What follows belongs to an exercise in optimizing a design on an open flow for small area and a short achievable clock period; a production flow would make more cautious choices. At most, simulation tests tie the RTL to the original design; equivalence was not proved. The RTL of run 5 was laid out without a check of its function. No activity file was given, so power comes from the tool's default toggle rates.

===== design/flow/run.sh =====
#!/bin/bash
# synth_recipe.tcl (not shown) runs the flow's synth.tcl, then flattens the netlist and writes it again
# the make line also repeats each setting of config.mk as NAME=value (left out here)
make -C /OpenROAD-flow-scripts/flow DESIGN_CONFIG=/design/flow/config.mk WORK_HOME=/design/flow/orfs CLKGATE_MAP_FILE= SYNTH_SCRIPT=/design/flow/synth_recipe.tcl finish

===== design/flow/config.mk =====
export PLATFORM = sky130hd
export DESIGN_NAME = alu_decode_stage
export DESIGN_NICKNAME = alu_decode_stage
export VERILOG_FILES = /design/flow/design.v
export SDC_FILE = /design/flow/constraint.sdc
export NUM_CORES = 4
export LEC_CHECK = 0
export CAP_MARGIN = 20
export CORE_MARGIN = 2
export CORE_UTILIZATION = 40
export SLEW_MARGIN = 20

===== design/flow/constraint.sdc =====
create_clock -name core_clock -period 5.5 [get_ports {clk}]
set_input_delay 1.1000 -clock core_clock [delete_from_list [all_inputs] [get_ports {clk}]]
set_output_delay 1.1000 -clock core_clock [all_outputs]
set_load 0.01 [all_outputs]

===== design/flow/design.v =====
package alu_pkg;
  localparam logic [3:0] OP_ADD  = 4'h0;
  localparam logic [3:0] OP_SUB  = 4'h1;
  localparam logic [3:0] OP_MULH = 4'h2;
  localparam logic [3:0] OP_MUL  = 4'h3;
  localparam logic [3:0] OP_DIV  = 4'h4;
  localparam logic [3:0] OP_REM  = 4'h5;
  localparam logic [3:0] OP_AND  = 4'h6;
  localparam logic [3:0] OP_OR   = 4'h7;
  localparam logic [3:0] OP_XOR  = 4'h8;
  localparam logic [3:0] OP_SLL  = 4'h9;
  localparam logic [3:0] OP_SRL  = 4'hA;
  localparam logic [3:0] OP_SRA  = 4'hB;
  localparam logic [3:0] OP_SLT  = 4'hC;
  localparam logic [3:0] OP_SLTU = 4'hD;
  localparam logic [3:0] OP_BEQ  = 4'hE;
  localparam logic [3:0] OP_ILL  = 4'hF;
  localparam logic [1:0] MX_IMMS = 2'b00;
  localparam logic [1:0] MX_IMMI = 2'b01;
  localparam logic [1:0] MX_RS2  = 2'b10;
  localparam logic [6:0] OPC_OP     = 7'b0110011;
  localparam logic [6:0] OPC_OPIMM  = 7'b0010011;
  localparam logic [6:0] OPC_LOAD   = 7'b0000011;
  localparam logic [6:0] OPC_STORE  = 7'b0100011;
  localparam logic [6:0] OPC_BRANCH = 7'b1100011;
  localparam logic [6:0] F7_BASE = 7'b0000000;
  localparam logic [6:0] F7_ALT  = 7'b0100000;
  localparam logic [6:0] F7_MUL  = 7'b0000001;
endpackage
module reg_file #(
  parameter int XLEN = 32
) (
  input  logic            clk,
  input  logic            rst,
  input  logic [4:0]      ra1,
  input  logic [4:0]      ra2,
  output logic [XLEN-1:0] rd1,
  output logic [XLEN-1:0] rd2,
  input  logic            we,
  input  logic [4:0]      wa,
  input  logic [XLEN-1:0] wd
);
  logic [XLEN-1:0] mem [32];
  always_ff @(posedge clk or posedge rst) begin
    if (rst) begin
      for (int i = 0; i < 32; i++) mem[i] <= '0;
    end else if (we && wa != 5'd0) begin
      mem[wa] <= wd;
    end
  end
  always_comb begin
    rd1 = ra1 == 5'd0 ? '0 : (we && wa == ra1) ? wd : mem[ra1];
    rd2 = ra2 == 5'd0 ? '0 : (we && wa == ra2) ? wd : mem[ra2];
  end
endmodule
import alu_pkg::*;
module alu_decode_stage
#(
  parameter int XLEN = 32
) (
  input  logic            clk,
  input  logic            rst,
  input  logic            in_valid,
  output logic            in_ready,
  input  logic [31:0]     instr,
  input  logic            wb_en,
  input  logic [4:0]      wb_addr,
  input  logic [XLEN-1:0] wb_data,
  output logic            out_valid,
  input  logic            out_ready,
  output logic [XLEN-1:0] A,
  output logic [XLEN-1:0] rs2,
  output logic [XLEN-1:0] immS,
  output logic [XLEN-1:0] immI,
  output logic [1:0]      IRMUX,
  output logic [3:0]      op_code,
  output logic [4:0]      rd_addr,
  output logic            rd_we,
  output logic            illegal
);
  function automatic [3:0] alu_op(input logic [2:0] f3, input logic alt);
    case (f3)
      3'b000:  alu_op = alt ? OP_SUB : OP_ADD;
      3'b001:  alu_op = OP_SLL;
      3'b010:  alu_op = OP_SLT;
      3'b011:  alu_op = OP_SLTU;
      3'b100:  alu_op = OP_XOR;
      3'b101:  alu_op = alt ? OP_SRA : OP_SRL;
      3'b110:  alu_op = OP_OR;
      default: alu_op = OP_AND;
    endcase
  endfunction
  function automatic [3:0] mul_op(input logic [2:0] f3);
    mul_op = f3 == 3'b000 ? OP_MUL : f3 == 3'b001 ? OP_MULH : f3 == 3'b100 ? OP_DIV : OP_REM;
  endfunction
  function automatic [3:0] br_op(input logic [2:0] f3);
    br_op = f3 == 3'b000 ? OP_BEQ : f3 == 3'b100 ? OP_SLT : OP_SLTU;
  endfunction
  logic [6:0] opc, f7;
  logic [2:0] f3;
  logic [4:0] rs1_a, rs2_a, d_rd;
  logic [3:0] op, d_op;
  logic [1:0] mx, d_mx;
  logic ok, wr, u1, u2, d_wr, d_u1, d_u2, d_we, shamt, hazard, accept;
  logic [XLEN-1:0] rd1, rd2, d_immi, d_imms;
  logic [31:0] busy, clr, set, live;
  assign opc   = instr[6:0];
  assign f3    = instr[14:12];
  assign f7    = instr[31:25];
  assign rs1_a = instr[19:15];
  assign rs2_a = instr[24:20];
  reg_file #(.XLEN(XLEN)) u_rf (
    .clk(clk), .rst(rst), .ra1(rs1_a), .ra2(rs2_a), .rd1(rd1), .rd2(rd2),
    .we(wb_en), .wa(wb_addr), .wd(wb_data)
  );
  always_comb begin
    op = OP_ILL;
    mx = MX_IMMS;
    ok = 1'b0;
    wr = 1'b0;
    u1 = 1'b0;
    u2 = 1'b0;
    case (opc)
      OPC_OP: begin
        ok = f7 == F7_BASE || (f7 == F7_ALT && (f3 == 3'b000 || f3 == 3'b101)) ||
             (f7 == F7_MUL && (f3 == 3'b000 || f3 == 3'b001 || f3 == 3'b100 || f3 == 3'b110));
        op = f7 == F7_MUL ? mul_op(f3) : alu_op(f3, f7 == F7_ALT);
        mx = MX_RS2;
        wr = 1'b1;
        u1 = 1'b1;
        u2 = 1'b1;
      end
      OPC_OPIMM: begin
        ok = f3 == 3'b001 ? f7 == F7_BASE : f3 == 3'b101 ? (f7 == F7_BASE || f7 == F7_ALT) : 1'b1;
        op = alu_op(f3, f3 == 3'b101 && f7 == F7_ALT);
        mx = MX_IMMI;
        wr = 1'b1;
        u1 = 1'b1;
      end
      OPC_LOAD: begin
        ok = 1'b1;
        op = OP_ADD;
        mx = MX_IMMI;
        wr = 1'b1;
        u1 = 1'b1;
      end
      OPC_STORE: begin
        ok = 1'b1;
        op = OP_ADD;
        u1 = 1'b1;
        u2 = 1'b1;
      end
      OPC_BRANCH: begin
        ok = f3 == 3'b000 || f3 == 3'b100 || f3 == 3'b110;
        op = br_op(f3);
        mx = MX_RS2;
        u1 = 1'b1;
        u2 = 1'b1;
      end
      default: ;
    endcase
  end
  assign d_op   = ok ? op : OP_ILL;
  assign d_mx   = ok ? mx : MX_IMMS;
  assign d_wr   = ok & wr;
  assign d_u1   = ok & u1;
  assign d_u2   = ok & u2;
  assign d_rd   = d_wr ? instr[11:7] : 5'd0;
  assign d_we   = d_wr && d_rd != 5'd0;
  assign shamt  = opc == OPC_OPIMM && (f3 == 3'b001 || f3 == 3'b101);
  assign d_immi = shamt ? {27'd0, instr[24:20]} : {{20{instr[31]}}, instr[31:20]};
  assign d_imms = {{20{instr[31]}}, instr[31:25], instr[11:7]};
  assign clr    = wb_en ? 32'd1 << wb_addr : 32'd0;
  assign live   = busy & ~clr;
  assign hazard = (d_u1 & live[rs1_a]) | (d_u2 & live[rs2_a]) | (d_we & live[d_rd]);
  assign in_ready = !hazard && !(out_valid && !out_ready);
  assign accept = in_valid && in_ready;
  assign set    = (accept && d_we) ? 32'd1 << d_rd : 32'd0;
  always_ff @(posedge clk or posedge rst) begin
    if (rst) begin
      busy      <= '0;
      out_valid <= 1'b0;
      A         <= '0;
      rs2       <= '0;
      immS      <= '0;
      immI      <= '0;
      IRMUX     <= '0;
      op_code   <= '0;
      rd_addr   <= '0;
      rd_we     <= 1'b0;
      illegal   <= 1'b0;
    end else begin
      busy <= live | set;
      if (accept) begin
        out_valid <= 1'b1;
        A         <= rd1;
        rs2       <= rd2;
        immS      <= d_imms;
        immI      <= d_immi;
        IRMUX     <= d_mx;
        op_code   <= d_op;
        rd_addr   <= d_rd;
        rd_we     <= d_we;
        illegal   <= !ok;
      end else if (out_ready) begin
        out_valid <= 1'b0;
      end
    end
  end
endmodule

==> flow_results.org, run 1 <==
** Run status
- The flow ran to the end and the layout has no timing, DRC or antenna violations.

** Synthesis
- Post-synthesis async set-or-reset flop share :: 100%
- In the synthesized netlist the dominant register cell turns out to be sky130_fd_sc_hd__dfrtp_1.
- After synthesis the cells add up to 0.0561 mm^2.
- Synthesis handed over a netlist of 4807 instances.
- Synthesis produced a netlist with a net count of 4881.
- Synthesis inferred 1126 register bits.
- Averaged over all synthesized cells, the footprint is 11.7 um^2.
- For this run, the register share of the synthesized area comes to 50.2%.
- YS warnings :: 3
- EDFF count, synth :: 0
- Synthesis instantiated 76 different standard cells from the library.

** Drt
- Post-route ant nets :: 0
- Post-DR vias/cell :: 7.15
- Dividing the detail-routed wire length by the instance count gives 39.0 um.
- First-pass DRT Iterations :: 11
- Detailed routing inserted a total of 50.3k vias.
- The detailed router finished its first iteration with 10.0k violations.
- Total wire length after detailed routing :: 275 mm
- In the routed design, unresolved DRC markers number 0.

** Finish
- Area Overhead vs Synth :: 19.8%
- Summing all non-filler instances in the final layout gives an area of 0.0672 mm^2.
- Post-layout net count :: 5124
- Storage cell area :: 0.0282 mm^2
- Final cell count without fillers :: 7037
- Count of filler cells inserted in the layout :: 12.5k
- In the final layout, the multi-input gates occupy 0.0263 mm^2.
- Ratio of cells with drive above 1 in the final layout :: 35.5%

** Power
- Cell internal power dissipation :: 16.9 mW
- Of the total power, registers draw 47.6%.
- Combinational logic burns 15.9% of the power.
- In this run the static leakage power is 28.9 nW.
- Portion of total power attributed to the clock network :: 36.6%
- For this design the ratio of total power to cell area is 355 mW/mm^2.
- Switching share of power :: 29.1%
- Peak supply drop :: 277 uV
- The analysis attributes to net switching a power of 6.95 mW.

** Floorplanning
- During I/O placement, the number of pins put on the boundary was 217.
- For this configuration, the core starts out at a cell density of 40.3%.
- In this run the horizontal extent of the chip is 378 um.
- Height of the die :: 378 um
- Full die area :: 0.143 mm^2
- Core area :: 0.139 mm^2
- Rows :: 137

** Run
- The tool flagged a number of max-cap violations equal to 0.

** Place
- DP HPWL :: 161 mm
- Number of cells after detailed placement :: 6802
- DP Area :: 0.0630 mm^2
- Routability-driven placement finished with a final weighted congestion of 0.982.
- Buffers added on ports :: 216

** CTS
- CTS Buffer Depth :: 3
- Counting every sink on the clock net gives 1126.
- Hold Buf Count CTS :: 0
- TritonCTS clock tree :: built
- Post-CTS timing repair inserted 0 buffers for setup.
- After clock tree synthesis, the clock-pin slew on the worst setup and hold paths is 0.06 ns.
- The cell sitting at the root of the clock tree is a sky130_fd_sc_hd__clkbuf_16.
- For the worst-skew pair, the clock arrives at the later sink with an insertion delay of 0.80 ns.
- Number of buffers created by CTS :: 119
- The clock tree synthesis step divided the H-tree into 3 levels.

** Worst setup path
- Nature of the critical path endpoint :: output pin
- STA classifies the critical path startpoint as an input pin.
- FF-to-FF End :: rs2[4]$_DFFE_PP0P_
- Reg-to-reg slack, setup :: 2.17 ns
- Register-to-Register Path Depth :: 11
- STA puts the critical path data required time at 4.40 ns.
- The critical path in this run is classified as input pin to output pin.
- Along the worst path, the maximum fanout reaches 7.
- Tracing the worst setup path back leads to its startpoint at wb_addr[3].
- Data arrives at the worst endpoint at 4.20 ns.
- The startpoint identified for the worst register-to-register timing path is busy[7]$_DFF_PP0_.
- Capturing element of the worst setup path :: in_ready

** Hold path
- The worst hold path belongs to the class flop to flop.

** Timing
- Measured against its own limit, the worst slew margin works out to 10.6%.
- Setup violations remaining at the end of the flow were counted as 0.
- Setup repair after global routing left no endpoint under its margin.
- At the pin with the least slew margin, the transition time is 1.34 ns.
- The clock arrives with 0.0472 ns of skew.
- The tightest hold path in the finished design has a slack of 0.481 ns.
- The worst path uses 96.3% of the clock period.
- The number of endpoints with negative hold slack in the final report came to 0.
- Final number of max-transition violations :: 0
- Post-layout min period :: 5.30 ns
- F_max :: 189 MHz

** GRT
- Vias in the first global route :: 47.8k
- Initial antenna violation count :: 10
- Largest net degree at the start of global routing :: 158
- Overflow after GRT :: 0
- First-pass GRT wire length :: 379 mm
- GRT Total Usage :: 37.5%
## synth_stat cells, types with 20 or more instances
master                        n  area [um^2]
sky130_fd_sc_hd__o21ai_0     77          385
sky130_fd_sc_hd__nand2_1    231          867
sky130_fd_sc_hd__dfrtp_1   1126        28200
sky130_fd_sc_hd__a21oi_1    117          586
sky130_fd_sc_hd__mux2_1      20          225
sky130_fd_sc_hd__o211ai_1    32          240
sky130_fd_sc_hd__nor4_1      36          225
sky130_fd_sc_hd__buf_4       48          360
sky130_fd_sc_hd__nor2_1     160          601
sky130_fd_sc_hd__clkbuf_1   369         1390
sky130_fd_sc_hd__buf_1       74          278
sky130_fd_sc_hd__a221oi_1    40          350
sky130_fd_sc_hd__nand4_1    145          907
sky130_fd_sc_hd__nor3_1      56          280
sky130_fd_sc_hd__a22oi_1    830         6230
sky130_fd_sc_hd__nand3_1     54          270
sky130_fd_sc_hd__a222oi_1    55          551
sky130_fd_sc_hd__mux2_2    1067        12000
## worst max-delay path, cell delays in order
cell,delay (ns)
sky130_fd_sc_hd__clkdlybuf4s50_1,0.60
sky130_fd_sc_hd__buf_4,0.18
sky130_fd_sc_hd__buf_4,0.14
sky130_fd_sc_hd__nand4b_1,0.26
sky130_fd_sc_hd__o21ai_0,0.33
sky130_fd_sc_hd__mux4_2,0.29
sky130_fd_sc_hd__nor2b_1,0.16
sky130_fd_sc_hd__nor4_2,0.08
sky130_fd_sc_hd__a311oi_1,0.29
sky130_fd_sc_hd__a32o_2,0.25
sky130_fd_sc_hd__nand2_1,0.07
sky130_fd_sc_hd__nor2_2,0.15
sky130_fd_sc_hd__dlygate4sd2_1,0.30
## state kept, by name (all words and copies together) (netlist names), 2 cells and up
name and count:
u_rf.mem 992, A 32, busy 32, rs2 32
immI 12, immS 12, rd_addr 5, op_code 4
IRMUX 2
## area by class of cell
| cell class | instances | share of cell area [%] |
|---|---|---|
| sequential | 1126 | 41.9 |
| multi-input combinational | 3155 | 39.2 |
| timing repair buffer | 630 | 9.05 |
| clock buffer | 155 | 4.94 |
| tap | 1876 | 3.49 |
| clock inverter | 65 | 1.26 |
| inverter | 18 | 0.106 |
| antenna | 12 | 0.0447 |
## metrics by stage
step	power [mW]	TNS, ns	setup slack (ns)	util, %
floorplan	13.3	-	-11.14	-
global placement	15.0	-0.223	-0.223	45.2
detailed placement	15.1	-0.188	-0.188	45.2
CTS	23.7	0	0.191	48.2
global route	24.6	0	0.0198	48.2
finish	23.9	0	0.202	48.2
## routing by layer
| layer | vias up | share of wire (%) | global-route usage [%] |
|---|---|---|---|
| li1 | 18900 | - | - |
| met1 | 25200 | 37 | 49.1 |
| met2 | 4879 | 40 | 51.7 |
| met3 | 1299 | 15 | 14.7 |
| met4 | 10 | 7.7 | 22.9 |
| met5 | - | 0.044 | 0.686 |
## placed cells by master, fill, tap and decap left out, types with 52 or more instances in the layout
master and instances:
sky130_fd_sc_hd__dfrtp_1 1126, sky130_fd_sc_hd__mux2_2 1067, sky130_fd_sc_hd__a22oi_1 830, sky130_fd_sc_hd__buf_4 343, sky130_fd_sc_hd__nand2_1 215, sky130_fd_sc_hd__clkdlybuf4s50_1 201
sky130_fd_sc_hd__nand4_1 145, sky130_fd_sc_hd__clkbuf_16 119, sky130_fd_sc_hd__a21oi_1 117, sky130_fd_sc_hd__nor2_1 95, sky130_fd_sc_hd__o21ai_0 74, sky130_fd_sc_hd__buf_12 68
sky130_fd_sc_hd__nor2_4 64, sky130_fd_sc_hd__a222oi_1 55, sky130_fd_sc_hd__nand3_1 52
## worst min path at each step
stage,start,endpoint,slack (ns),depth (start not counted)
after floorplan,busy[16]$_DFF_PP0_,busy[16]$_DFF_PP0_,0.44,2
after global placement,immI[9]$_DFFE_PP0P_,immI[9]$_DFFE_PP0P_,0.47,1
after detailed placement,immI[9]$_DFFE_PP0P_,immI[9]$_DFFE_PP0P_,0.47,1
after CTS,immI[9]$_DFFE_PP0P_,immI[9]$_DFFE_PP0P_,0.49,1
after global routing,immI[9]$_DFFE_PP0P_,immI[9]$_DFFE_PP0P_,0.51,1
final,immI[9]$_DFFE_PP0P_,immI[9]$_DFFE_PP0P_,0.48,1
## power by group through the flow
stage / Clock (mW) / Sequential (mW) / Combinational, mW
2_1_floorplan: 0 / 11.0 / 2.32
3_3_place_gp: 0 / 11.3 / 3.64
3_5_place_dp: 0 / 11.4 / 3.73
4_1_cts: 8.75 / 11.2 / 3.75
5_1_grt: 9.11 / 11.5 / 4.04
6_report: 8.73 / 11.4 / 3.80
## cell families after synthesis
kind of cell           count (synthesis)  synth area share (%)
XOR/XNOR                              11                 0.172
flip-flops                          1126                  50.2
AO/OA/AOI/OAI                       1247                  16.2
buffers and inverters                526                  3.97
AND/OR/NAND/NOR                      790                  7.04
multiplexers                        1107                  22.3
## timing repair
action	in CTS	in global routing
gates cloned	0	0
pin swaps	1	0
endpoints found under the setup margin	1	1
resized for setup	11	1
==> run 2: changes to the inputs <==
--- a/design/flow/design.v
+++ b/design/flow/design.v
@@ -41,15 +41,31 @@
   input  logic [XLEN-1:0] wd
 );
-  logic [XLEN-1:0] mem [32];
+  logic [XLEN-1:0] mem [1:31];
+  logic [31:1] vld;
+  logic [31:1] wsel;
+  always_comb
+    for (int i = 1; i < 32; i++) wsel[i] = we && wa == 5'(i);
+  always_ff @(posedge clk)
+    for (int i = 1; i < 32; i++)
+      if (wsel[i]) mem[i] <= wd;
   always_ff @(posedge clk or posedge rst) begin
-    if (rst) begin
-      for (int i = 0; i < 32; i++) mem[i] <= '0;
-    end else if (we && wa != 5'd0) begin
-      mem[wa] <= wd;
-    end
-  end
+    if (rst) vld <= '0;
+    else     vld <= vld | wsel;
+  end
+  logic byp1, byp2;
+  logic [31:1] s1, s2;
+  assign byp1 = we && wa == ra1 && ra1 != 5'd0;
+  assign byp2 = we && wa == ra2 && ra2 != 5'd0;
   always_comb begin
-    rd1 = ra1 == 5'd0 ? '0 : (we && wa == ra1) ? wd : mem[ra1];
-    rd2 = ra2 == 5'd0 ? '0 : (we && wa == ra2) ? wd : mem[ra2];
+    for (int i = 1; i < 32; i++) begin
+      s1[i] = ra1 == 5'(i) && vld[i] && !byp1;
+      s2[i] = ra2 == 5'(i) && vld[i] && !byp2;
+    end
+    rd1 = {XLEN{byp1}} & wd;
+    rd2 = {XLEN{byp2}} & wd;
+    for (int i = 1; i < 32; i++) begin
+      rd1 = rd1 | ({XLEN{s1[i]}} & mem[i]);
+      rd2 = rd2 | ({XLEN{s2[i]}} & mem[i]);
+    end
   end
 endmodule
@@ -99,10 +115,11 @@
   logic [6:0] opc, f7;
   logic [2:0] f3;
-  logic [4:0] rs1_a, rs2_a, d_rd;
+  logic [4:0] rs1_a, rs2_a, rd_f;
   logic [3:0] op, d_op;
   logic [1:0] mx, d_mx;
-  logic ok, wr, u1, u2, d_wr, d_u1, d_u2, d_we, shamt, hazard, accept;
-  logic [XLEN-1:0] rd1, rd2, d_immi, d_imms;
-  logic [31:0] busy, clr, set, live;
+  logic ok, wr, u1, u2, d_wr, d_u1, d_u2, shamt, hazard, accept, load;
+  logic [XLEN-1:0] rd1, rd2;
+  logic [31:1] busy, clr, set, live;
+  logic [31:0] lz;
   assign opc   = instr[6:0];
   assign f3    = instr[14:12];
@@ -110,4 +127,5 @@
   assign rs1_a = instr[19:15];
   assign rs2_a = instr[24:20];
+  assign rd_f  = instr[11:7];
   reg_file #(.XLEN(XLEN)) u_rf (
     .clk(clk), .rst(rst), .ra1(rs1_a), .ra2(rs2_a), .rd1(rd1), .rd2(rd2),
@@ -166,45 +184,45 @@
   assign d_u1   = ok & u1;
   assign d_u2   = ok & u2;
-  assign d_rd   = d_wr ? instr[11:7] : 5'd0;
-  assign d_we   = d_wr && d_rd != 5'd0;
   assign shamt  = opc == OPC_OPIMM && (f3 == 3'b001 || f3 == 3'b101);
-  assign d_immi = shamt ? {27'd0, instr[24:20]} : {{20{instr[31]}}, instr[31:20]};
-  assign d_imms = {{20{instr[31]}}, instr[31:25], instr[11:7]};
-  assign clr    = wb_en ? 32'd1 << wb_addr : 32'd0;
+  always_comb
+    for (int i = 1; i < 32; i++) clr[i] = wb_en && wb_addr == 5'(i);
   assign live   = busy & ~clr;
-  assign hazard = (d_u1 & live[rs1_a]) | (d_u2 & live[rs2_a]) | (d_we & live[d_rd]);
+  assign lz     = {live, 1'b0};
+  assign hazard = (d_u1 & lz[rs1_a]) | (d_u2 & lz[rs2_a]) | (d_wr & lz[rd_f]);
   assign in_ready = !hazard && !(out_valid && !out_ready);
   assign accept = in_valid && in_ready;
-  assign set    = (accept && d_we) ? 32'd1 << d_rd : 32'd0;
+  always_comb
+    for (int i = 1; i < 32; i++) set[i] = accept && d_wr && rd_f == 5'(i);
+  assign load = !out_valid || out_ready;
   always_ff @(posedge clk or posedge rst) begin
     if (rst) begin
       busy      <= '0;
       out_valid <= 1'b0;
-      A         <= '0;
-      rs2       <= '0;
-      immS      <= '0;
-      immI      <= '0;
-      IRMUX     <= '0;
-      op_code   <= '0;
-      rd_addr   <= '0;
-      rd_we     <= 1'b0;
-      illegal   <= 1'b0;
     end else begin
-      busy <= live | set;
-      if (accept) begin
-        out_valid <= 1'b1;
-        A         <= rd1;
-        rs2       <= rd2;
-        immS      <= d_imms;
-        immI      <= d_immi;
-        IRMUX     <= d_mx;
-        op_code   <= d_op;
-        rd_addr   <= d_rd;
-        rd_we     <= d_we;
-        illegal   <= !ok;
-      end else if (out_ready) begin
-        out_valid <= 1'b0;
-      end
-    end
-  end
+      busy      <= live | set;
+      out_valid <= accept || (out_valid && !out_ready);
+    end
+  end
+  logic       q_sign, q_sh, q_wr;
+  logic [5:0] q_hi;
+  logic [4:0] q_r2, q_rd;
+  always_ff @(posedge clk) begin
+    if (load) begin
+      A       <= rd1;
+      rs2     <= rd2;
+      q_sign  <= instr[31];
+      q_hi    <= instr[30:25];
+      q_r2    <= instr[24:20];
+      q_rd    <= rd_f;
+      q_sh    <= shamt;
+      q_wr    <= d_wr;
+      IRMUX   <= d_mx;
+      op_code <= d_op;
+    end
+  end
+  assign immS    = {{20{q_sign}}, q_sign, q_hi, q_rd};
+  assign immI    = {{20{q_sign & !q_sh}}, q_sign & !q_sh, q_hi & {6{!q_sh}}, q_r2};
+  assign rd_addr = q_rd & {5{q_wr}};
+  assign rd_we   = |rd_addr;
+  assign illegal = &op_code;
 endmodule
--- a/design/flow/config.mk
+++ b/design/flow/config.mk
@@ -9,3 +9,5 @@
 export CORE_MARGIN = 2
 export CORE_UTILIZATION = 40
+export SETUP_SLACK_MARGIN = 2.5
 export SLEW_MARGIN = 20
+export TNS_END_PERCENT = 0
==> flow_results.org, run 2 <==
** Synthesis
- YS warnings :: 3 (unchanged)
- Synth Area in Adders :: 0% (unchanged)
- Multiplexer area fraction after synthesis :: 0.647% (-22 points)
- Among all cell types in the netlist, the one instantiated most often is sky130_fd_sc_hd__edfxtp_1.
- The net count of the mapped netlist is 3586 (-27%).
- The most used flip-flop cell after synthesis is sky130_fd_sc_hd__edfxtp_1.
- Flip-flop and latch count after synthesis :: 1144 (+1.6%)
- Dominant combinational cell family by area after synthesis :: compound AO/OA/AOI/OAI gates
- Dominant cell type by area after synthesis :: sky130_fd_sc_hd__edfxtp_1
- Average footprint of a synthesized cell :: 14.0 um^2 (+20%)
- The post-synth design cell area came to 0.0493 mm^2 (-12%).
- Post-synthesis instance total :: 3512 (-27%)
- The number of enable flip-flop cells after synthesis is 1081 (+1081).
- Post-Synth Simple-Gate Area :: 9.57% (+2.5 points)
- Post-synth cell types :: 81 (+6.6%)
- In the synthesized netlist, the cells that appear most often are sky130_fd_sc_hd__edfxtp_1, sky130_fd_sc_hd__a22oi_1, sky130_fd_sc_hd__nand2_1.
- The top-area cell type share of the netlist area came to 65.8% (+16 points).
- The xor/xnor cell area share of the yosys netlist was 0.208% (+0.036 points).
- The fraction of the yosys area taken by sequential cells was 69.0% (+19 points).
- Post-synthesis async set-or-reset flop share :: 5.51% (-94 points)
- Fraction of the mapped netlist area in compound gates :: 17.5% (+1.2 points)
- After synthesis, the cell types taking the most area are sky130_fd_sc_hd__edfxtp_1, sky130_fd_sc_hd__a22oi_1, sky130_fd_sc_hd__dfrtp_1.

** GRT
- Met2 track demand over resource in global routing :: 54.0% (+2.3 points)
- Largest net degree at the start of global routing :: 47 (-70%)
- The number of global-route vias before repair is 39.5k (-17%).
- First-pass GRT wire length :: 327 mm (-14%)
- Global-route track usage on met1 :: 48.0% (-1.2 points)
- Initial antenna violation count :: 12 (+2)
- Met3 Use GR :: 14.1% (-0.55 points)
- met2 is the most crowded layer.
- The global-route usage over all layers came to 37.6% (+0.049 points).
- Overflow after GRT :: 0 (unchanged)

** Hold path
- The worst hold path belongs to the class flop to flop.
- Hold Startpoint :: u_rf.vld[23]$_DFF_PP0_

** Finish
- Storage cell area :: 0.0340 mm^2 (+21%)
- Area Overhead vs Synth :: 22.5%
- Post-layout net count :: 3964 (-23%)
- Leaving out fill and tap cells, the most frequent cell in the layout is sky130_fd_sc_hd__edfxtp_1.
- Multi-input combinational cell area :: 0.0147 mm^2 (-44%)
- Ratio of cells with drive above 1 in the final layout :: 19.0% (-16 points)
- Final cell count without fillers :: 5622 (-20%)
- Flip-flop count of the largest register, all copies and words added :: 992 (unchanged)
- u_rf.mem holds more flip-flops than any other register.
- The largest registers in the layout are u_rf.mem (992), A (32), rs2 (32).
- Commonest cells after routing, fill and taps aside :: sky130_fd_sc_hd__edfxtp_1, sky130_fd_sc_hd__a22oi_1, sky130_fd_sc_hd__buf_4
- The number of fillers in the final layout was 10.5k (-16%).

** Floorplanning
- The area of the die is 0.126 mm^2 (-12%).
- Boundary pin count :: 217 (unchanged)
- Core area :: 0.122 mm^2 (-12%)
- Effective utilization at floorplan :: 40.4% (+0.17 points)
- The placement row count came to 128 (-6.6%).
- Horiz. Die Dim :: 355 um (-6.2%)
- The die extent in y is 355 um (-6.2%).

** Timing
- The tightest hold margin was 0.491 ns (+0.0101 ns).
- The setup TNS after final layout came to 0 ns (unchanged).
- Post-layout min period :: 4.40 ns (-0.901 ns)
- The number of endpoints with negative hold slack in the final report was 0 (unchanged).
- Unrepaired setup endpoints after global routing :: true
- The share of the cycle needed by the critical path after routing is 79.9% (-16 points).
- The number of pins exceeding their max-slew limit in the final report was 0 (unchanged).
- Slew at the pin closest to its max-slew limit :: 1.30 ns (-0.0329 ns)
- The number of failing setup endpoints in the final timing report came to 0 (unchanged).
- Slew margin rel. :: 12.7% (+2.1 points)
- The final setup skew is 0.0268 ns (-0.0204 ns).
- The fmax was 227 MHz (+21%).

** Worst setup path
- Data required, critical path :: 5.98 ns (+1.58 ns)
- The worst register-to-register path begins at u_rf.vld[30]$_DFF_PP0_.
- Walking the worst path, the cells encountered are clkdlybuf4s50_1 -> a2111oi_4 -> buf_4 -> nand4_2 -> and4_2 -> buf_4 -> a221oi_1 -> nand4_1 -> or4_1.
- Setup crit start :: instr[19]
- On the critical path, the stage with the largest delay is an instance of sky130_fd_sc_hd__clkdlybuf4s50_1.
- Data arrival time of the critical path :: 4.87 ns (+0.67 ns)
- Category of the critical setup timing path :: input pin to flop
- Nature of the critical path endpoint :: flop
- Most common cell on crit path :: sky130_fd_sc_hd__buf_4
- Maximum fanout count along the critical path :: 14 (+7)
- Delay of the slowest critical-path stage :: 0.70 ns (+0.10 ns)
- Kind of launch point of the worst setup path :: input pin

** CTS
- CTS Buffer Depth :: 3 (unchanged)
- Cell at the root of the clock tree :: sky130_fd_sc_hd__clkbuf_16
- Insertion delay to the later sink of the worst-skew pair :: 0.74 ns (-0.06 ns)
- Clock-pin slew of the registers on the worst-case setup and hold paths :: 0.06 ns (about the same)
- Clock Sink Count :: 1144 (+1.6%)
- Hold Buf Count CTS :: 0 (unchanged)
- Maximum level of the CTS H-tree :: 3 (unchanged)
- The CTS buffer count is 119 (unchanged).
- TritonCTS clock tree :: built

** Place
- Final weighted congestion in routability-driven placement :: 0.983 (about the same)
- Number of cells after detailed placement :: 5369 (-21%)
- DP HPWL :: 145 mm (-9.4%)
- The number of I/O port buffers came to 216 (unchanged).

** Drt
- Number of remaining DRC errors :: 0 (unchanged)
- The count of TritonRoute iterations in the first routing pass was 10 (-1).
- Initial drt markers :: 10.3k (+3.3%)
- Total wire length after detailed routing :: 244 mm (-11%)
- Post-route ant nets :: 0 (unchanged)
- The routed via count divided by cell count came to 7.50 (+4.9%).
- Vias post-DR :: 42.2k (-16%)
- The average routed wire per standard cell came to 43.5 um (+11%).

** Power
- Sequential Power Share :: 50.0% (+2.4 points)
- Cell internal power dissipation :: 15.2 mW (-10%)
- The power density normalized to cell area came to 331 mW/mm^2 (-6.9%).
- The maximum vdd drop came to 287 uV (+3.7%).
- The power dissipated by switching net loads is 4.76 mW (-31%).
- The switching part of the total power was 23.8% (-5.3 points).
- Portion of total power attributed to the clock network :: 42.1% (+5.5 points)
- Leakage dissipation :: 19.8 nW (-32%)
- Combinational share of power :: 7.9% (-8.0 points)

** Run
- The max-cap check violation count was 0 (unchanged).

** Run status
- The run finished with no timing, DRC or antenna violations.
-- run 2: per-stage QoR --
stage / instance area (um^2) / total power, mW / setup slack, ns / util (%)
6_report: 60400 / 20.0 / 1.10 / 49.5
2_1_floorplan: 49400 / 10.7 / 1.30 / -
5_1_grt: 60400 / 20.4 / 1.21 / 49.5
3_5_place_dp: 55800 / 11.7 / 0.0341 / 45.7
3_3_place_gp: 55800 / 11.7 / 0.0216 / 45.7
4_1_cts: 60100 / 19.9 / 1.26 / 49.3
-- run 2: worst max-delay path, delay by kind of cell --
family                 cells  cell delay, ns
and+or+nand+nor            4            1.63
buffers and inverters      3            1.30
AOI/OAI and AO/OA          2            0.81
-- run 2: kinds of logic (layout without fill, tap and decap cells) --
kind of cell / after synthesis / in the layout
DFF: 1144 / 1144
AOI/OAI and AO/OA: 1095 / 1095
and+or+nand+nor: 904 / 905
buffers and inverters: 336 / 810
muxes: 23 / 23
xor gates and xnor gates: 10 / 10
other: 0 / 10
-- run 2: repair_timing --
action	CTS	global route
gates cloned	1	0
gates resized for setup	126	55
pin swaps	22	20
buffers inserted	14	7
endpoints found under the setup margin	314	147
-- run 2: metal layers --
layer / routed length, um / vias to the layer above / part of all wire (%)
met5: 282 / - / 0.12
met4: 19100 / 22 / 7.8
met2: 101000 / 4818 / 41
met3: 41000 / 1240 / 17
li1: - / 15500 / -
met1: 83100 / 20600 / 34
-- run 2: worst paths after layout --
path | end | slack (ns) | depth (start not counted)
worst max-delay path | A[2]$_DFFE_PN_ | 1.10 | 9
worst min-delay path | u_rf.vld[23]$_DFF_PP0_ | 0.49 | 1
worst max register to register | rs2[21]$_DFFE_PN_ | 2.44 | 7
worst min register to register | u_rf.vld[23]$_DFF_PP0_ | 0.49 | 1
max in group asynchronous | u_rf.vld[31]$_DFF_PP0_ | 3.59 | 3
min in group asynchronous | busy[17]$_DFF_PP0_ | 0.88 | 2
-- run 2: power groups by stage --
stage / clock [mW] / combinational (mW) / sequential (mW)
floorplan: 0 / 0.578 / 10.1
CTS: 8.42 / 1.51 / 9.99
detailed placement: 0 / 1.49 / 10.2
finish: 8.41 / 1.58 / 10.0
global placement: 0 / 1.48 / 10.2
global route: 8.75 / 1.62 / 10.0
-- run 2: cell type report --
class | count | area share [%]
inverters | 17 | 0.114
flip-flops and latches | 1144 | 56.3
clock buffers | 140 | 5.15
diodes | 10 | 0.0414
multi-input cells | 2033 | 24.4
clock inverters | 78 | 1.47
well taps | 1625 | 3.36
repair buffers | 575 | 9.13
==> run 3: changes to the inputs <==
--- a/design/flow/config.mk
+++ b/design/flow/config.mk
@@ -9,5 +9,3 @@
 export CORE_MARGIN = 2
 export CORE_UTILIZATION = 40
-export SETUP_SLACK_MARGIN = 2.5
 export SLEW_MARGIN = 20
-export TNS_END_PERCENT = 0
==> flow_results.org, run 3 <==
** Run status
- The flow ran to the end and the layout has no timing, DRC or antenna violations.

** Timing
- The post-route minimum period is 5.33 ns (+0.929 ns).
- Worst Skew :: 0.0414 ns (+0.0146 ns)
- The actual slew at the worst max-slew pin came to 1.33 ns (+0.0290 ns).
- Setup TNS :: 0 ns (unchanged)
- Setup repair after global routing left no endpoint under its margin.
- Final worst path period share :: 96.8% (+17 points)
- The max-slew headroom at the worst pin is 11.1% (-1.7 points).
- The number of pins exceeding their max-slew limit in the final report was 0 (unchanged).
- F_max :: 188 MHz (-17%)
- The number of failing setup endpoints in the final timing report was 0 (unchanged).
- The number of endpoints with negative hold slack in the final report came to 0 (unchanged).

** Synthesis
- Top-count cell post-synth :: sky130_fd_sc_hd__edfxtp_1
- The top-area cell type share of the netlist area came to 65.8% (unchanged).
- Synthesized cell area :: 0.0493 mm^2 (unchanged)
- Post-synth cell types :: 81 (unchanged)
- Synth cell count leaders :: sky130_fd_sc_hd__edfxtp_1, sky130_fd_sc_hd__a22oi_1, sky130_fd_sc_hd__nand2_1
- Average footprint of a synthesized cell :: 14.0 um^2 (unchanged)
- The fraction of the yosys area taken by sequential cells was 69.0% (unchanged).
- The instance count of the mapped netlist was 3512 (unchanged).
- YS warnings :: 3 (unchanged)
- The most used flip-flop cell after synthesis is sky130_fd_sc_hd__edfxtp_1.
- The fraction of registers with async set or reset after synthesis came to 5.51% (unchanged).
- Most area-consuming cells after synthesis :: sky130_fd_sc_hd__edfxtp_1, sky130_fd_sc_hd__a22oi_1, sky130_fd_sc_hd__dfrtp_1
- Number of nets produced by synthesis :: 3586 (unchanged)
- EDFF count, synth :: 1081 (unchanged)
- Dominant cell type by area after synthesis :: sky130_fd_sc_hd__edfxtp_1
- Flip-flop and latch count after synthesis :: 1144 (unchanged)

** Worst setup path
- STA classifies the critical path startpoint as an input pin.
- The critical path goes through clkdlybuf4s50_1 -> nand4b_1 -> o21ai_0 -> buf_4 -> mux2i_1 -> o31ai_1 -> nor4_1 -> o21a_1 -> nor3_1 -> clkdlybuf4s50_1.
- The worst register-to-register path begins at u_rf.vld[6]$_DFF_PP0_.
- Standard cell with the maximum stage delay on the critical path :: sky130_fd_sc_hd__clkdlybuf4s50_1
- Setup crit start :: wb_addr[4]
- In this run the critical register-to-register path is captured at A[23]$_DFFE_PN_.
- Following the worst setup path forward leads to its endpoint at in_ready.
- Nature of the critical path endpoint :: output pin
- Category of the critical setup timing path :: input pin to output pin
- The buffer and inverter count on the worst path came to 3 (unchanged).
- Data arrival time of the critical path :: 4.23 ns (-0.64 ns)
- Data required, critical path :: 4.40 ns (-1.58 ns)
- Number of gates on the worst path with buffers counted :: 10 (+1)
- The largest driver fanout on the critical path was 9 (-5).
- Reg-to-reg slack, setup :: 2.50 ns (+0.06 ns)
- CP delay by family, top :: buffers and inverters
- The worst-case reg-to-reg path depth is 8 (+1).
- Most common cell on crit path :: sky130_fd_sc_hd__clkdlybuf4s50_1
- Delay of the slowest critical-path stage :: 0.60 ns (-0.10 ns)

** Floorplanning
- The area of the die came to 0.126 mm^2 (unchanged).
- The placement row count is 128 (unchanged).
- The die extent in y came to 355 um (unchanged).
- Effective utilization at floorplan :: 40.4% (unchanged)
- The core area was 0.122 mm^2 (unchanged).
- The boundary pin count came to 217 (unchanged).
- Horiz. Die Dim :: 355 um (unchanged)

** Finish
- Multi-input combinational cell area :: 0.0143 mm^2 (-2.8%)
- More flip-flops sit in one register than any other, and that register is u_rf.mem.
- The count of antenna diodes in the layout is 0 (-10).
- Count of filler cells inserted in the layout :: 10.5k (+0.60%)
- Largest registers :: u_rf.mem (992), A (32), rs2 (32)
- Most common library cell in the layout ignoring fill and taps :: sky130_fd_sc_hd__edfxtp_1
- Flip-flop count of the largest register, all copies and words added :: 992 (unchanged)
- Compared with the post-synthesis result, the final layout area differs by 21.1%.
- The fraction of final layout cells with drive strength greater than 1 was 16.7% (-2.3 points).
- Storage cell area :: 0.0340 mm^2 (unchanged)
- Post-layout net count :: 3937 (-0.68%)
- Leaving out fill and tap cells, the most frequent cells in the layout are sky130_fd_sc_hd__edfxtp_1, sky130_fd_sc_hd__a22oi_1, sky130_fd_sc_hd__buf_4.

** Place
- The final weighted congestion in routability-driven placement was 0.968 (-1.5%).
- The number of I/O port buffers was 216 (unchanged).
- DP HPWL :: 144 mm (-0.80%)

** Drt
- The post-route antenna net violation count came to 0 (unchanged).
- The via count of the routed design came to 41.5k (-1.6%).
- The wire length reported by the detailed router is 243 mm (-0.39%).
- The routed length on met3 is 40.6 mm (-1.1%).
- Post-route met1 wirelength :: 84.2 mm (+1.4%)
- First-pass DRT Iterations :: 11 (+1)
- The sum of met2 wire segment lengths after detailed routing is 99.9 mm (-1.0%).
- The average routed wire per standard cell was 43.5 um (+0.16%).
- Initial drt markers :: 9326 (-9.9%)
- Post-DR vias/cell :: 7.42 (-1.1%)
- Number of remaining DRC errors :: 0 (unchanged)
- Highest metal layer with signal wires :: met4

** CTS
- Number of buffers created by CTS :: 117 (-1.7%)
- Hold Buf Count CTS :: 0 (unchanged)
- Clock-pin slew of the registers on the worst-case setup and hold paths :: 0.06 ns (about the same)
- Cell at the root of the clock tree :: sky130_fd_sc_hd__clkbuf_16
- CTS Buffer Depth :: 3 (unchanged)
- Insertion delay to the later sink of the worst-skew pair :: 0.76 ns (+0.02 ns)
- Clock Sink Count :: 1144 (unchanged)
- TritonCTS clock tree :: built
- Maximum level of the CTS H-tree :: 3 (unchanged)

** GRT
- The number of global-route vias before repair is 38.8k (-1.7%).
- The number of antenna violations at the first check in global routing is 5 (-7).
- First-pass GRT wire length :: 326 mm (-0.18%)
- The largest net degree at the start of global routing is 44 (-6.4%).
- GRT Total Usage :: 37.6% (about the same)
- Overflow after GRT :: 0 (unchanged)

** Power
- Leakage dissipation :: 19.5 nW (-1.6%)
- Design Power :: 19.7 mW (-1.4%)
- The power density normalized to cell area is 330 mW/mm^2 (-0.35%).
- The maximum vdd drop was 298 uV (+3.6%).

** Run
- The max-cap check violation count came to 0 (unchanged).

** Hold path
- Class of the most critical hold timing path :: flop to flop
[run 3: cell counts after synthesis]
Identical to the previous run, type by type.
[run 3: worst min path at each step]
| stage | startpoint | end | slack, ns | cells past startpoint |
|---|---|---|---|---|
| finish | u_rf.vld[23]$_DFF_PP0_ | u_rf.vld[23]$_DFF_PP0_ | 0.49 | 1 |
| global route | u_rf.vld[7]$_DFF_PP0_ | u_rf.vld[7]$_DFF_PP0_ | 0.50 | 1 |
| CTS | u_rf.vld[7]$_DFF_PP0_ | u_rf.vld[7]$_DFF_PP0_ | 0.49 | 1 |
| detailed placement | u_rf.vld[7]$_DFF_PP0_ | u_rf.vld[7]$_DFF_PP0_ | 0.47 | 1 |
| global placement | u_rf.vld[7]$_DFF_PP0_ | u_rf.vld[7]$_DFF_PP0_ | 0.46 | 1 |
| floorplan | u_rf.vld[7]$_DFF_PP0_ | u_rf.vld[7]$_DFF_PP0_ | 0.45 | 1 |
[run 3: metrics by stage]
| step | instances | setup WS, ns | instance area (um^2) | util, % | hold slack [ns] |
|---|---|---|---|---|---|
| 5_1_grt | 5591 | 0.0292 | 59800 | 49.0 | 0.502 |
| 2_1_floorplan | 3512 | 0.574 | 49300 | - | 0.445 |
| 3_3_place_gp | 5368 | 0.0589 | 55900 | 45.8 | 0.463 |
| 3_5_place_dp | 5369 | 0.123 | 55900 | 45.8 | 0.471 |
| 4_1_cts | 5591 | 0.0952 | 59800 | 49.0 | 0.485 |
| 6_report | 5591 | 0.174 | 59800 | 49.0 | 0.491 |
[run 3: final cells by class]
class / count / share of cell area, %
multi-input combinational: 2032 / 24.0
timing repair buffer: 551 / 9.09
clock buffer: 140 / 5.18
sequential: 1144 / 57.0
tap: 1625 / 3.40
inverter: 17 / 0.111
clock inverter: 82 / 1.28
[run 3: cells by family (layout without fill, tap and decap cells)]
kind of cell	after synthesis	count (layout)	share of synthesized area, %
flops	1144	1144	69.0
simple gates	904	904	9.57
buf+inv	336	790	3.12
mux	23	23	0.647
compound gates	1095	1095	17.5
xor+xnor	10	10	0.208
[run 3: repair_timing]
item                                    4_1_cts  5_1_grt
endpoints found under the setup margin        0        1
gates resized for setup                       0        2
endpoints found under the hold margin         0        0
setup buffers                                 0        0
[run 3: layer usage]
layer / vias to the layer above / global-route usage, %
li1: 15400 / -
met1: 20400 / 48.7
met2: 4552 / 53.5
met3: 1153 / 14.0
met4: 0 / 22.6
met5: - / 0.189
[run 3: power by group]
part	total [mW]	internal, mW	switching (mW)
Sequential	9.97	9.80	0.169
Clock	8.15	4.54	3.61
Combinational	1.58	0.580	1.00
Total	19.7	14.9	4.78
==> run 4: changes to the inputs <==
--- a/design/flow/design.v
+++ b/design/flow/design.v
@@ -55,18 +55,21 @@
   logic byp1, byp2;
   logic [31:1] s1, s2;
+  logic [XLEN-1:0] m1, m2;
   assign byp1 = we && wa == ra1 && ra1 != 5'd0;
   assign byp2 = we && wa == ra2 && ra2 != 5'd0;
   always_comb begin
     for (int i = 1; i < 32; i++) begin
-      s1[i] = ra1 == 5'(i) && vld[i] && !byp1;
-      s2[i] = ra2 == 5'(i) && vld[i] && !byp2;
-    end
-    rd1 = {XLEN{byp1}} & wd;
-    rd2 = {XLEN{byp2}} & wd;
+      s1[i] = ra1 == 5'(i) && vld[i];
+      s2[i] = ra2 == 5'(i) && vld[i];
+    end
+    m1 = '0;
+    m2 = '0;
     for (int i = 1; i < 32; i++) begin
-      rd1 = rd1 | ({XLEN{s1[i]}} & mem[i]);
-      rd2 = rd2 | ({XLEN{s2[i]}} & mem[i]);
-    end
-  end
+      m1 = m1 | ({XLEN{s1[i]}} & mem[i]);
+      m2 = m2 | ({XLEN{s2[i]}} & mem[i]);
+    end
+  end
+  assign rd1 = byp1 ? wd : m1;
+  assign rd2 = byp2 ? wd : m2;
 endmodule
 import alu_pkg::*;
@@ -121,5 +124,6 @@
   logic [XLEN-1:0] rd1, rd2;
   logic [31:1] busy, clr, set, live;
-  logic [31:0] lz;
+  logic [31:0] bz;
+  logic h1, h2, h3;
   assign opc   = instr[6:0];
   assign f3    = instr[14:12];
@@ -188,6 +192,17 @@
     for (int i = 1; i < 32; i++) clr[i] = wb_en && wb_addr == 5'(i);
   assign live   = busy & ~clr;
-  assign lz     = {live, 1'b0};
-  assign hazard = (d_u1 & lz[rs1_a]) | (d_u2 & lz[rs2_a]) | (d_wr & lz[rd_f]);
+  function automatic logic pick(input logic [31:0] v, input logic [4:0] a);
+    logic [15:0] l1; logic [7:0] l2; logic [3:0] l3; logic [1:0] l4;
+    for (int k = 0; k < 16; k++) l1[k] = a[0] ? v[2*k+1] : v[2*k];
+    for (int k = 0; k < 8; k++)  l2[k] = a[1] ? l1[2*k+1] : l1[2*k];
+    for (int k = 0; k < 4; k++)  l3[k] = a[2] ? l2[2*k+1] : l2[2*k];
+    for (int k = 0; k < 2; k++)  l4[k] = a[3] ? l3[2*k+1] : l3[2*k];
+    pick = a[4] ? l4[1] : l4[0];
+  endfunction
+  assign bz     = {busy, 1'b0};
+  assign h1     = d_u1 & pick(bz, rs1_a) & !(wb_en && wb_addr == rs1_a);
+  assign h2     = d_u2 & pick(bz, rs2_a) & !(wb_en && wb_addr == rs2_a);
+  assign h3     = d_wr & pick(bz, rd_f)  & !(wb_en && wb_addr == rd_f);
+  assign hazard = h1 | h2 | h3;
   assign in_ready = !hazard && !(out_valid && !out_ready);
   assign accept = in_valid && in_ready;
==> design/flow/flow/run.sh (new file) <==
#!/bin/bash
# The standard layout with two changes: the port buffers are plain buf_2 cells rather than
# the delay-buffer cell buffer_ports picks on its own, and the resizer may swap a cell for one of
# another footprint (MATCH_CELL_FOOTPRINT=0) when it repairs timing.
set -o pipefail
export BUFFER_PORTS_ARGS="-buffer_cell sky130_fd_sc_hd__buf_2"
bash standard.sh MATCH_CELL_FOOTPRINT=0 finish > standard_flow.log 2>&1
==> design/flow/standard.sh (new file) <==
#!/bin/bash
# synth_recipe.tcl (not shown) runs the flow's synth.tcl, then flattens the netlist and writes it again
# the make line also repeats each setting of config.mk as NAME=value (left out here)
make -C /OpenROAD-flow-scripts/flow DESIGN_CONFIG=/design/flow/config.mk WORK_HOME=/design/flow/orfs CLKGATE_MAP_FILE= SYNTH_SCRIPT=/design/flow/synth_recipe.tcl "${@:-finish}"
--- a/design/flow/config.mk
+++ b/design/flow/config.mk
@@ -6,6 +6,10 @@
 export NUM_CORES = 4
 export LEC_CHECK = 0
-export CAP_MARGIN = 20
+export CAP_MARGIN = 0
 export CORE_MARGIN = 2
-export CORE_UTILIZATION = 40
-export SLEW_MARGIN = 20
+export CORE_UTILIZATION = 50
+export CTS_CLUSTER_DIAMETER = 80
+export CTS_CLUSTER_SIZE = 30
+export SETUP_SLACK_MARGIN = 2.5
+export SLEW_MARGIN = 0
+export TNS_END_PERCENT = 0
removed: design/flow/run.sh
==> flow_results.org, run 4 <==
** Synthesis
- YS warnings :: 3 (unchanged)
- The number of enable flip-flop cells after synthesis came to 1081 (unchanged).
- Dominant cell type by area after synthesis :: sky130_fd_sc_hd__edfxtp_1
- The net count of the mapped netlist was 3662 (+2.1%).
- Top-count cell post-synth :: sky130_fd_sc_hd__edfxtp_1
- Among all flip-flop cells after synthesis, the most frequent one is sky130_fd_sc_hd__edfxtp_1.
- The number of library cell types mapped by synthesis came to 72 (-11%).
- Post-synthesis async set-or-reset flop share :: 5.51% (unchanged)
- Average footprint of a synthesized cell :: 13.8 um^2 (-2.1%)
- The post-synth design cell area was 0.0493 mm^2 (about the same).
- Post-synthesis instance total :: 3588 (+2.2%)
- Yosys attributes the largest share of cell area to sky130_fd_sc_hd__edfxtp_1, sky130_fd_sc_hd__a22oi_1, sky130_fd_sc_hd__dfrtp_1.
- Synth cell count leaders :: sky130_fd_sc_hd__edfxtp_1, sky130_fd_sc_hd__a22oi_1, sky130_fd_sc_hd__nand2_1
- Flip-flop and latch count after synthesis :: 1144 (unchanged)
- The fraction of the yosys area taken by sequential cells is 69.0% (about the same).
- The top-area cell type share of the netlist area is 65.8% (about the same).

** GRT
- GRT Total Usage :: 43.5% (+5.9 points)
- Largest net degree at the start of global routing :: 65 (+48%)
- Initial antenna violation count :: 17 (+12)
- First-pass GRT wire length :: 304 mm (-6.7%)
- Overflow after GRT :: 0 (unchanged)
- The number of global-route vias before repair came to 37.2k (-4.2%).

** CTS
- The clock sink total was 1144 (unchanged).
- Hold Buf Count CTS :: 0 (unchanged)
- Cell at the root of the clock tree :: sky130_fd_sc_hd__clkbuf_16
- Clock-pin slew of the registers on the worst-case setup and hold paths :: 0.11 ns (+0.05 ns)
- The source-to-sink clock delay at the later pin of the worst-skew pair is 0.73 ns (-0.03 ns).
- Maximum level of the CTS H-tree :: 2 (-1)
- The CTS buffer count was 53 (-55%).
- The deepest clock path buffer count is 3 (unchanged).
- TritonCTS clock tree :: built

** Floorplanning
- The boundary pin count is 217 (unchanged).
- The initial cell density of the core came to 50.3% (+9.9 points).
- Height of the die :: 318 um (-10%)
- The floorplan die width was 318 um (-10%).
- The placement row count came to 115 (-10%).
- The area of the die came to 0.101 mm^2 (-20%).
- Core area :: 0.0981 mm^2 (-20%)

** Finish
- Summed area of non-filler cells in the final layout :: 0.0539 mm^2 (-9.8%)
- Area Overhead vs Synth :: 9.26%
- The number of fillers in the final layout is 7935 (-25%).
- Counting flops per register, the top entry is u_rf.mem.
- The library cells used most frequently in the layout, excluding fill and tap cells, are sky130_fd_sc_hd__edfxtp_1, sky130_fd_sc_hd__a22oi_1, sky130_fd_sc_hd__nand2_1.
- In the final layout, the registers with the most flip-flops are u_rf.mem (992), A (32), rs2 (32).
- The fraction of final layout cells with drive strength greater than 1 was 16.7% (about the same).
- Most common library cell in the layout ignoring fill and taps :: sky130_fd_sc_hd__edfxtp_1
- The final layout net count came to 3706 (-5.9%).
- The number of flip-flops under the largest register name came to 992 (unchanged).

** Drt
- The via count of the routed design was 39.7k (-4.5%).
- The average routed wire per standard cell is 45.7 um (+4.9%).
- First-pass DRT Iterations :: 11 (unchanged)
- The post-route antenna net violation count was 0 (unchanged).
- The count of routing violations after the opening detailed-route iteration is 10.6k (+14%).
- Post-DR vias/cell :: 8.00 (+7.7%)
- The wire length reported by the detailed router is 227 mm (-6.9%).
- Number of remaining DRC errors :: 0 (unchanged)

** Timing
- Fin worst setup slack :: 1.52 ns (+1.34 ns)
- Fin Hold WS :: 0.517 ns (+0.0255 ns)
- F_max :: 251 MHz (+34%)
- Final number of max-transition violations :: 0 (unchanged)
- Worst Skew :: 0.0344 ns (-0.00706 ns)
- Setup violators final :: 0 (unchanged)
- Setup repair after global routing could not meet its margin everywhere.
- The actual slew at the worst max-slew pin came to 1.34 ns (+0.00791 ns).
- Hold Vio Cnt, Final :: 0 (unchanged)
- The max-slew headroom at the worst pin came to 10.6% (-0.53 points).
- Post-layout min period :: 3.98 ns (-1.34 ns)
- The share of the cycle needed by the critical path after routing was 72.4% (-24 points).
- Setup TNS :: 0 ns (unchanged)

** Worst setup path
- The critical path is of the input pin to output pin type.
- The data required time of the worst path is 4.40 ns (about the same).
- The worst setup path is launched from an input pin.
- The critical path arrival was 2.88 ns (-1.35 ns).
- Nature of the critical path endpoint :: output pin
- The largest driver fanout on the critical path is 3 (-6).
- Register-to-Register Path Depth :: 6 (-2)

** Power
- The post-route total power is 16.2 mW (-18%).
- Leakage dissipation :: 18.5 nW (-5.0%)
- The power density normalized to cell area is 301 mW/mm^2 (-8.7%).
- Peak supply drop :: 262 uV (-12%)

** Place
- The half-perimeter wire length after detailed placement is 118 mm (-18%).
- DP Area :: 0.0517 mm^2 (-7.5%)
- The worst slack at placement is 1.04 ns (+0.916 ns).
- The final weighted congestion in routability-driven placement was 0.947 (-2.1%).
- Buffers added on ports :: 216 (unchanged)

** Hold path
- The worst hold path belongs to the class flop to flop.
- Cell depth of the worst min-delay path :: 1 (unchanged)

** Run
- The max-cap check violation count was 0 (unchanged).

** Run status
- Run status :: finished clean
[run 4: logic make-up after synthesis]
logic type | share of synthesized area [%]
buffers and inverters | 3.26
muxes | 1.05
DFF | 69.0
xor gates and xnor gates | 0.266
AOI/OAI and AO/OA | 17.4
and+or+nand+nor | 9.07
[run 4: worst paths after layout]
path	from	endpoint	slack, ns
worst max-delay path	instr[3]	in_ready	1.52
worst min-delay path	u_rf.vld[24]$_DFF_PP0_	u_rf.vld[24]$_DFF_PP0_	0.52
worst max register to register	u_rf.vld[9]$_DFF_PP0_	A[17]$_DFFE_PN_	2.52
worst min register to register	u_rf.vld[24]$_DFF_PP0_	u_rf.vld[24]$_DFF_PP0_	0.52
max in group asynchronous	rst	busy[23]$_DFF_PP0_	4.28
min in group asynchronous	rst	busy[6]$_DFF_PP0_	0.63
[run 4: repair_timing]
item,4_1_cts,5_1_grt
resized for setup,49,8
gates cloned,2,0
pin swaps,10,2
endpoints found under the setup margin,157,252
hold endpoints to repair,0,0
setup buffers,13,0
[run 4: through the flow]
step	utilization [%]	std cells
6_report	54.9	4959
2_1_floorplan	-	3588
5_1_grt	54.9	4955
3_5_place_dp	52.7	4849
4_1_cts	54.9	4951
3_3_place_gp	52.7	4849
[run 4: per-layer routing]
layer / vias up / routed length (um) / track usage [%]
met5: - / 66 / 0
met4: 12 / 17400 / 25.6
met3: 1169 / 40700 / 17.0
li1: 14600 / - / -
met2: 4794 / 92200 / 60.9
met1: 19100 / 76100 / 57.4
[run 4: layout make-up]
cell class / count / area (um^2) / share of cell area (%)
clock inverters: 32 / 445 / 0.826
flip-flops and latches: 1144 / 34000 / 63.2
repair buffers: 335 / 2180 / 4.04
inverters: 23 / 86.3 / 0.160
clock buffers: 55 / 1330 / 2.47
multi-input cells: 2075 / 14200 / 26.3
diodes: 8 / 20.0 / 0.0371
well taps: 1287 / 1610 / 2.99
[run 4: where the power goes]
part           switching [mW]  internal [mW]
clock network            3.05           2.03
logic                   0.844          0.363
registers               0.153           9.79
total                    4.04           12.2
[run 4: critical path, stage by stage]
cell	delay [ns]
sky130_fd_sc_hd__buf_2	0.13
sky130_fd_sc_hd__or4bb_4	0.55
sky130_fd_sc_hd__or3_4	0.39
sky130_fd_sc_hd__a31oi_4	0.18
sky130_fd_sc_hd__o41ai_4	0.13
sky130_fd_sc_hd__a31oi_4	0.22
sky130_fd_sc_hd__a21oi_2	0.05
sky130_fd_sc_hd__buf_2	0.14
==> run 5: changes to the inputs <==
--- a/design/flow/design.v
+++ b/design/flow/design.v
@@ -219,5 +219,5 @@
     end
   end
-  logic       q_sign, q_sh, q_wr;
+  logic       q_sign, q_isign, q_sh, q_wr;
   logic [5:0] q_hi;
   logic [4:0] q_r2, q_rd;
@@ -227,4 +227,5 @@
       rs2     <= rd2;
       q_sign  <= instr[31];
+      q_isign <= instr[31] & !shamt;
       q_hi    <= instr[30:25];
       q_r2    <= instr[24:20];
@@ -237,5 +238,5 @@
   end
   assign immS    = {{20{q_sign}}, q_sign, q_hi, q_rd};
-  assign immI    = {{20{q_sign & !q_sh}}, q_sign & !q_sh, q_hi & {6{!q_sh}}, q_r2};
+  assign immI    = {{20{q_isign}}, q_isign, q_hi & {6{!q_sh}}, q_r2};
   assign rd_addr = q_rd & {5{q_wr}};
   assign rd_we   = |rd_addr;
==> design/flow/flow/run.sh (replaced) <==
#!/bin/bash
# The standard layout with these changes:
#  - synthesis: the in_ready cone is mapped by ABC for delay, the rest as standard (abc_split.tcl,
#    sourced ahead of the standard flow's own synth_recipe.tcl, which is otherwise unchanged);
#  - the port buffers are plain buf_2 cells rather than the delay-buffer cell buffer_ports picks;
#  - the resizer may swap a cell for one of another footprint (MATCH_CELL_FOOTPRINT=0).
set -o pipefail
W=$PWD
{ cat "$W/flow/abc_split.tcl"; cat "$W/synth_recipe.tcl"; } > "$W/split_synth.tcl"
export BUFFER_PORTS_ARGS="-buffer_cell sky130_fd_sc_hd__buf_2"
bash standard.sh MATCH_CELL_FOOTPRINT=0 SYNTH_SCRIPT="$W/split_synth.tcl" finish > standard_flow.log 2>&1
==> design/flow/flow/abc_split.tcl (new file) <==
# Sourced before synth_recipe.tcl. The ABC step maps the logic that feeds the in_ready output
# with ABC's delay-oriented "map" script (ORFS's abc_area.script), then maps the rest of the
# design with the standard script. Only combinational gates are re-mapped: the flip-flops are
# already mapped by dfflibmap before ABC runs, so the registers are those of the standard synthesis.
proc abc {args} {
  set i [lsearch $args -script]
  set fast [lreplace $args $i [expr {$i + 1}] -script $::env(SCRIPTS_DIR)/abc_area.script]
  yosys select -set fastcone o:in_ready %ci*:-sky130_fd_sc_hd__edfxtp_1,sky130_fd_sc_hd__dfrtp_1
  yosys abc {*}$fast @fastcone t:\$_* %i
  yosys abc {*}$args
}
--- a/design/flow/config.mk
+++ b/design/flow/config.mk
@@ -9,6 +9,6 @@
 export CORE_MARGIN = 2
 export CORE_UTILIZATION = 50
-export CTS_CLUSTER_DIAMETER = 80
-export CTS_CLUSTER_SIZE = 30
+export CTS_CLUSTER_DIAMETER = 70
+export CTS_CLUSTER_SIZE = 24
 export SETUP_SLACK_MARGIN = 2.5
 export SLEW_MARGIN = 0
==> flow_results.org, run 5 <==
** Timing
- Unrepaired setup endpoints after global routing :: true
- The final worst-path setup slack is 1.83 ns (+0.314 ns).
- Final worst path period share :: 66.7% (-5.7 points)
- The number of endpoints with negative hold slack in the final report was 0 (unchanged).
- Setup violators final :: 0 (unchanged)
- The actual slew at the worst max-slew pin came to 1.46 ns (+0.117 ns).
- Setup TNS :: 0 ns (unchanged)
- The max-slew headroom at the worst pin came to 2.76% (-7.8 points).
- The post-route minimum period was 3.67 ns (-0.314 ns).
- Worst Skew :: 0.0623 ns (+0.0279 ns)
- The fmax is 273 MHz (+8.6%).
- The tightest hold margin was 0.566 ns (+0.0493 ns).
- The number of pins exceeding their max-slew limit in the final report was 0 (unchanged).

** GRT
- The largest net degree at the start of global routing was 64 (-1.5%).
- The global-route usage over all layers was 50.2% (+6.7 points).
- Overflow after GRT :: 0 (unchanged)
- First-pass GRT wire length :: 360 mm (+18%)
- Vias in the first global route :: 42.4k (+14%)
- Initial antenna violation count :: 20 (+3)

** Synthesis
- Fraction of post-synthesis cell area in the top cell type by area :: 63.2% (-2.6 points)
- Top-count cell post-synth :: sky130_fd_sc_hd__edfxtp_1
- The count of synthesis-stage warnings from yosys came to 3 (unchanged).
- sky130_fd_sc_hd__edfxtp_1 takes more of the synthesized area than any other cell.
- The fraction of registers with async set or reset after synthesis came to 5.50% (about the same).
- The number of storage elements in the synthesis netlist is 1145 (+0.087%).
- By area the synthesized netlist is led by sky130_fd_sc_hd__edfxtp_1, sky130_fd_sc_hd__a32oi_1, sky130_fd_sc_hd__nand3_1.
- Synthesized cell area :: 0.0514 mm^2 (+4.2%)
- Share of synthesized area occupied by flip-flops and latches :: 66.3% (-2.7 points)
- Number of nets produced by synthesis :: 4039 (+10%)
- The post-synthesis average cell area was 13.0 um^2 (-5.7%).
- The commonest cells after synthesis are sky130_fd_sc_hd__edfxtp_1, sky130_fd_sc_hd__nand3_1, sky130_fd_sc_hd__nand2_1.
- The instance count of the mapped netlist was 3965 (+11%).
- The most used flip-flop cell after synthesis is sky130_fd_sc_hd__edfxtp_1.
- EDFF count, synth :: 1082 (+0.093%)
- Post-synth cell types :: 81 (+13%)

** Power
- The leakage dissipation came to 19.3 nW (+4.6%).
- The maximum vdd drop is 294 uV (+12%).
- Total power per unit cell area :: 319 mW/mm^2 (+6.0%)

** Run
- The max-cap check violation count came to 0 (unchanged).

** Drt
- The via count of the routed design is 46.8k (+18%).
- Number of remaining DRC errors :: 0 (unchanged)
- Initial drt markers :: 11.5k (+8.5%)
- Post-route ant nets :: 0 (unchanged)
- The routed via count divided by cell count was 8.39 (+4.9%).
- The average routed wire per standard cell came to 49.0 um (+7.3%).
- First-pass DRT Iterations :: 9 (-2)
- Total wire length after detailed routing :: 274 mm (+21%)

** CTS
- The CTS buffer count is 73 (+38%).
- Insertion delay to the later sink of the worst-skew pair :: 0.72 ns (about the same)
- TritonCTS built the clock tree.
- The clock transition at the registers of the reported paths was 0.09 ns (-0.02 ns).
- The depth of the CTS H-tree came to 3 (+1).
- Hold Buf Count CTS :: 0 (unchanged)
- The tree is rooted in a sky130_fd_sc_hd__clkbuf_16.
- Clock Sink Count :: 1145 (+0.087%)
- CTS Buffer Depth :: 3 (unchanged)

** Floorplanning
- Core area :: 0.102 mm^2 (+3.8%)
- The area of the die is 0.105 mm^2 (+4.2%).
- Boundary pin count :: 217 (unchanged)
- Effective utilization at floorplan :: 50.5% (+0.19 points)
- The placement row count is 117 (+1.7%).
- The die extent in y is 325 um (+2.1%).
- The floorplan die width was 325 um (+2.1%).

** Hold path
- The worst hold path begins at instr[25].
- The tightest min-delay check is of the input pin to flop type.

** Place
- Number of cells after detailed placement :: 5390 (+11%)
- The half-perimeter wire length after detailed placement was 162 mm (+37%).
- The number of I/O port buffers was 216 (unchanged).
- Final weighted congestion in routability-driven placement :: 1.06 (+12%)
- Pre-CTS setup slack :: 0.730 ns (-0.308 ns)

** Worst setup path
- STA classifies the critical path endpoint as a flop.
- Standard cell with the maximum stage delay on the critical path :: sky130_fd_sc_hd__nor2_4
- Setup crit start :: instr[19]
- Maximum fanout count along the critical path :: 30 (+27)
- Data required, critical path :: 6.03 ns (+1.63 ns)
- Chain of cells forming the critical path :: buf_2 -> buf_4 -> nand2_1 -> nor2_4 -> buf_12 -> a31oi_1 -> nand4_1 -> or4_1 -> o22a_1
- The maximum single-stage delay on the critical path came to 0.91 ns (+0.36 ns).
- The critical path arrival was 4.20 ns (+1.32 ns).
- The worst setup path is launched from an input pin.
- In this run the critical register-to-register path is launched from u_rf.vld[1]$_DFF_PP0_.
- Category of the critical setup timing path :: input pin to flop

** Finish
- Flip-flop count of the largest register, all copies and words added :: 992 (unchanged)
- Leaving out fill and tap cells, the most frequent cells in the layout are sky130_fd_sc_hd__edfxtp_1, sky130_fd_sc_hd__nand3_1, sky130_fd_sc_hd__nand2_1.
- Most flops, register :: u_rf.mem
- Final cell count without fillers :: 5583 (+13%)
- Leaving out fill and tap cells, the most frequent cell in the layout is sky130_fd_sc_hd__edfxtp_1.
- Post-layout net count :: 4224 (+14%)
- Area Overhead vs Synth :: 12.7%
- Ratio of cells with drive above 1 in the final layout :: 18.8% (+2.1 points)
- Largest registers :: u_rf.mem (992), A (32), rs2 (32)

** Run status
- The run finished with no timing, DRC or antenna violations.
run 5: cell types whose count changed after synthesis, sizes merged, moves of 103 or more:
cell    change
a32oi     +245
nand4     +135
a221oi    +103
a22oi     -675
clkbuf    -118
nand3     +314
buf       +141
run 5: logic make-up (layout without fill, tap and decap cells):
kind of cell | after synthesis | count (layout) | synth area share (%)
AOI/OAI and AO/OA | 1075 | 1075 | 16.7
xor gates and xnor gates | 2 | 2 | 0.0341
buffers and inverters | 439 | 675 | 4.11
DFF | 1145 | 1145 | 66.3
muxes | 1 | 1 | 0.0195
other | 0 | 14 | 0
and+or+nand+nor | 1303 | 1303 | 12.9
run 5: worst max-delay path, delay by kind of cell:
family                 cells  cell delay (ns)
AOI/OAI and AO/OA          2             0.37
buffers and inverters      3             1.09
and+or+nand+nor            4             1.59
run 5: cell type report:
class / count / area (um^2)
sequential: 1145 / 34100
timing repair inverter: 3 / 28.8
antenna: 14 / 35.0
clock inverter: 47 / 551
multi-input combinational: 2381 / 15800
inverter: 70 / 322
fill: 8301 / 44000
tap: 1368 / 1710
clock buffer: 79 / 1890
timing repair buffer: 476 / 3560
run 5: timing repair:
action,in CTS,in global routing
cloned,5,1
setup endpoints to repair,109,94
pin swaps,25,24
gates resized for setup,125,38
setup buffers,29,18
run 5: worst paths after layout:
check,cells after the start,end,slack (ns)
worst max-delay path,9,A[29]$_DFFE_PN_,1.83
worst min-delay path,1,q_hi[0]$_DFFE_PN_,0.57
worst max register to register,5,rs2[15]$_DFFE_PN_,2.11
worst min register to register,1,busy[6]$_DFF_PP0_,0.59
max in group asynchronous,3,u_rf.vld[22]$_DFF_PP0_,4.14
min in group asynchronous,3,u_rf.vld[16]$_DFF_PP0_,0.67
run 5: where the power goes:
group          switching [mW]  total, mW  internal, mW
combinational            1.58       2.12         0.543
sequential              0.393       10.2          9.81
clock                    3.41       6.16          2.75
total                    5.38       18.5          13.1
run 5: layer usage:
metal	vias up	part of all wire [%]	global-route usage, %
li1	16600	-	-
met4	34	9.9	36.1
met2	5909	39	67.9
met5	-	0.097	0
met1	22400	33	62.1
met3	1817	18	24.7
run 5: per-stage QoR:
step / cell area, um^2 / total power [mW] / util (%)
6_report: 57900 / 18.5 / 56.9
5_1_grt: 57900 / 18.7 / 56.8
4_1_cts: 57600 / 18.2 / 56.5
3_5_place_dp: 54400 / 12.2 / 53.4
3_3_place_gp: 54400 / 12.2 / 53.4
2_1_floorplan: 51400 / 11.1 / -
